This design comes from an exercise in tuning for small area and few clock cycles per item on the open sky130 flow, not from production work. Only simulation tests tie the RTL to the original design; equivalence was not proved.

## build 45
// fp_mul_pipe
module fp_mul_pipe #(
  parameter int EXP_W = 8,
  parameter int MAN_W = 23,
  parameter int TAG_W = 4
) (
  input  logic                           clk,
  input  logic                           rst_n,
  input  logic                           in_valid,
  output logic                           in_ready,
  input  logic [EXP_W+MAN_W:0]           in_a,
  input  logic [EXP_W+MAN_W:0]           in_b,
  input  logic [TAG_W-1:0]               in_tag,
  output logic                           out_valid,
  input  logic                           out_ready,
  output logic [EXP_W+MAN_W:0]           out_y,
  output logic [TAG_W-1:0]               out_tag,
  output logic [3:0]                     out_flags
);
  logic adv;
  assign adv = !out_valid | out_ready;
  assign in_ready = adv;
  logic [7:0]  ea, eb;
  logic [22:0] ma, mb;
  logic        za, zb, ia, ib, na, nb, sna, snb;
  assign ea = in_a[30:23];
  assign eb = in_b[30:23];
  assign ma = in_a[22:0];
  assign mb = in_b[22:0];
  assign za  = (ea == 8'd0);
  assign zb  = (eb == 8'd0);
  assign ia  = (&ea) & (ma == 23'd0);
  assign ib  = (&eb) & (mb == 23'd0);
  assign na  = (&ea) & (ma != 23'd0);
  assign nb  = (&eb) & (mb != 23'd0);
  assign sna = na & !ma[22];
  assign snb = nb & !mb[22];
  logic [1:0]  kind_d;
  logic        nv_d;
  always_comb begin
    nv_d = 1'b0;
    if (na | nb | ((ia | ib) & (za | zb))) begin
      kind_d = 2'd3;
      nv_d   = sna | snb | ((ia | ib) & (za | zb));
    end else if (ia | ib) kind_d = 2'd2;
    else if (za | zb)     kind_d = 2'd1;
    else                  kind_d = 2'd0;
  end
  logic [47:0] r0, r1;
  logic [22:0] a, b;
  assign a = ma;
  assign b = mb;
  if (1) begin : g_tree
    wire one0 = b[0] ^ 1'b0;
    wire two0 = (b[1] & ~b[0] & ~1'b0) | (~b[1] & b[0] & 1'b0);
    wire neg0 = b[1];
    wire pp0_0 = ((a[0] & one0) | (1'b0 & two0)) ^ neg0;
  ...
Settings: LEC_CHECK=0, ABC_AREA=1, CAP_MARGIN=20, CORE_MARGIN=2, CORE_UTILIZATION=40, SLEW_MARGIN=20, SYNTH_HIERARCHICAL=1; clock period 7.5 ns.
run.sh (not shown) runs the stock make flow with config.mk's settings and CLKGATE_MAP_FILE= SYNTH_SCRIPT=/design/flow/synth_recipe.tcl, a recipe that flattens the netlist after the stock synthesis.
Testbench counts of build 45, summed over its fixed seeds: cycles 24,008, items 24,000.
### build 45 -> build 87
# build 45
export LEC_CHECK = 0
export ABC_AREA = 1
export CAP_MARGIN = 20
export CORE_MARGIN = 2
export CORE_UTILIZATION = 40
export SLEW_MARGIN = 20
export SYNTH_HIERARCHICAL = 1
create_clock -name core_clock -period 7.5 [get_ports {clk}]
# build 87
export LEC_CHECK = 0
export ABC_AREA = 1
export CAP_MARGIN = 0
export CORE_MARGIN = 2
export CORE_UTILIZATION = 55
export SLEW_MARGIN = 0
export SYNTH_HIERARCHICAL = 1
create_clock -name core_clock -period 7.5 [get_ports {clk}]
Findings:
Changes observed in build 87 relative to build 45: via count grew by 167, design area +about 1%, hold slack down 0.032 ns, total length of routed wires went down, fmax dropped about 1.6%.
Build 45 ended up with in_b[0] as its beginning of the critical path; build 87 ended up with in_a[18].
## Diff of input files: build 37 against build 87
# build 87
export LEC_CHECK = 0
export ABC_AREA = 1
export CAP_MARGIN = 0
export CORE_MARGIN = 2
export CORE_UTILIZATION = 55
export SLEW_MARGIN = 0
export SYNTH_HIERARCHICAL = 1
create_clock -name core_clock -period 7.5 [get_ports {clk}]
# build 37
export LEC_CHECK = 0
export ABC_AREA = 1
export CAP_MARGIN = 20
export CORE_MARGIN = 2
export CORE_UTILIZATION = 40
export SLEW_MARGIN = 20
export SYNTH_HIERARCHICAL = 1
create_clock -name core_clock -period 7.5 [get_ports {clk}]
==> flow/flow/run.sh (new file) <==
#!/bin/bash
# Own flow: the standard layout (standard.sh, which runs the standard
# synthesis unchanged and ORFS from floorplan to finish), except that the
# input and output ports are buffered with the smallest buffer cell
# (sky130_fd_sc_hd__buf_1) instead of the cell buffer_ports picks by default.
# Repair may still resize these buffers where timing or slew needs it.
set -euo pipefail
export BUFFER_PORTS_ARGS="-buffer_cell sky130_fd_sc_hd__buf_1"
bash standard.sh finish > standard_flow.log 2>&1
==> flow/standard.sh (new file) <==
#!/bin/bash
# synth_recipe.tcl (not shown) runs the flow's synth.tcl, then flattens the netlist and writes it again
# the make line also repeats each setting of config.mk as NAME=value (left out here)
make -C /OpenROAD-flow-scripts/flow DESIGN_CONFIG=/design/flow/config.mk WORK_HOME=/design/flow/orfs CLKGATE_MAP_FILE= SYNTH_SCRIPT=/design/flow/synth_recipe.tcl "${@:-finish}"
removed: flow/run.sh
[summary]
A startpoint of the most critical setup path of in_b[9] is what build 37 shows, while in_a[18] belongs to build 87. Compared with build 87, build 37 shows a higher sum of routed wire length over all layers. Going from build 87 to build 37, worst endpoint data arrival time -0.03 ns, slack of the critical path moved up, count of clock-buffer cells in the layout neither gained nor lost much, slew at the pin with the worst max-slew slack went down, area of all placed cells without fillers has decreased. Between build 87 and build 37, the share of the final layout cell area in multi-input gates is higher for build 37. The highest achievable clock rate in build 37 sits 0.00095 GHz above the value recorded for build 87. Re per-cell routed wire length: build 87 and build 37 aren't equal, and the higher value belongs to build 87.
Relative to build 37, the following input files were edited for build 91:
# build 37
export LEC_CHECK = 0
export ABC_AREA = 1
export CAP_MARGIN = 20
export CORE_MARGIN = 2
export CORE_UTILIZATION = 40
export SLEW_MARGIN = 20
export SYNTH_HIERARCHICAL = 1
create_clock -name core_clock -period 7.5 [get_ports {clk}]
# build 91
export LEC_CHECK = 0
export ABC_AREA = 1
export CAP_MARGIN = 20
export CORE_MARGIN = 2
export CORE_UTILIZATION = 30
export SLEW_MARGIN = 20
export SYNTH_HIERARCHICAL = 1
create_clock -name core_clock -period 7.5 [get_ports {clk}]
==> flow/run.sh (new file) <==
#!/bin/bash
# synth_recipe.tcl (not shown) runs the flow's synth.tcl, then flattens the netlist and writes it again
# the make line also repeats each setting of config.mk as NAME=value (left out here)
make -C /OpenROAD-flow-scripts/flow DESIGN_CONFIG=/design/flow/config.mk WORK_HOME=/design/flow/orfs CLKGATE_MAP_FILE= SYNTH_SCRIPT=/design/flow/synth_recipe.tcl finish
removed: flow/flow/run.sh
removed: flow/standard.sh
==> comparison <==
Build 91 against build 37: utilization saw a decrease; number of sequential cells saw little to no change; count of non-filler cells in the finished layout saw an increase; biggest fanout along the worst timing path saw a decrease; fmax saw a decrease.

## static timing again, ports no longer ideal
The flow's constraints put no driver on any port. The routed layouts listed below were extracted and timed again, unchanged, in two steps.
Step 1, drivers: a clkbuf_16 drives clk and a buf_2 each remaining input, both assumed.
Step 2 adds t to the input delays and takes it off the output delays; t is the mean of the earliest and latest rising clock arrival at the registers after step 1. Input paths then give back, and output paths get back, about the clock's delay inside the block.
Three values: ideal ports, drivers, drivers and shift; two values: the first two.
run	shift t [ns]	setup slack, ns	worst setup path after step 2	worst register clock-pin slew, ns
build 45	0.335	0.288 / 0.302 / -0.033	input to register	0.07 / 0.07
build 87	0.332	0.172 / 0.171 / -0.161	input to register	0.07 / 0.07
build 37	0.334	0.222 / 0.221 / -0.112	input to register	0.08 / 0.08
build 91	0.341	0.174 / 0.151 / -0.190	input to register	0.08 / 0.08
Met with ideal ports but missed after step 2: setup timing in every run listed. The setup slack of build 91, which loses most, moves by -0.023 ns with the drivers and by -0.364 ns with both steps.
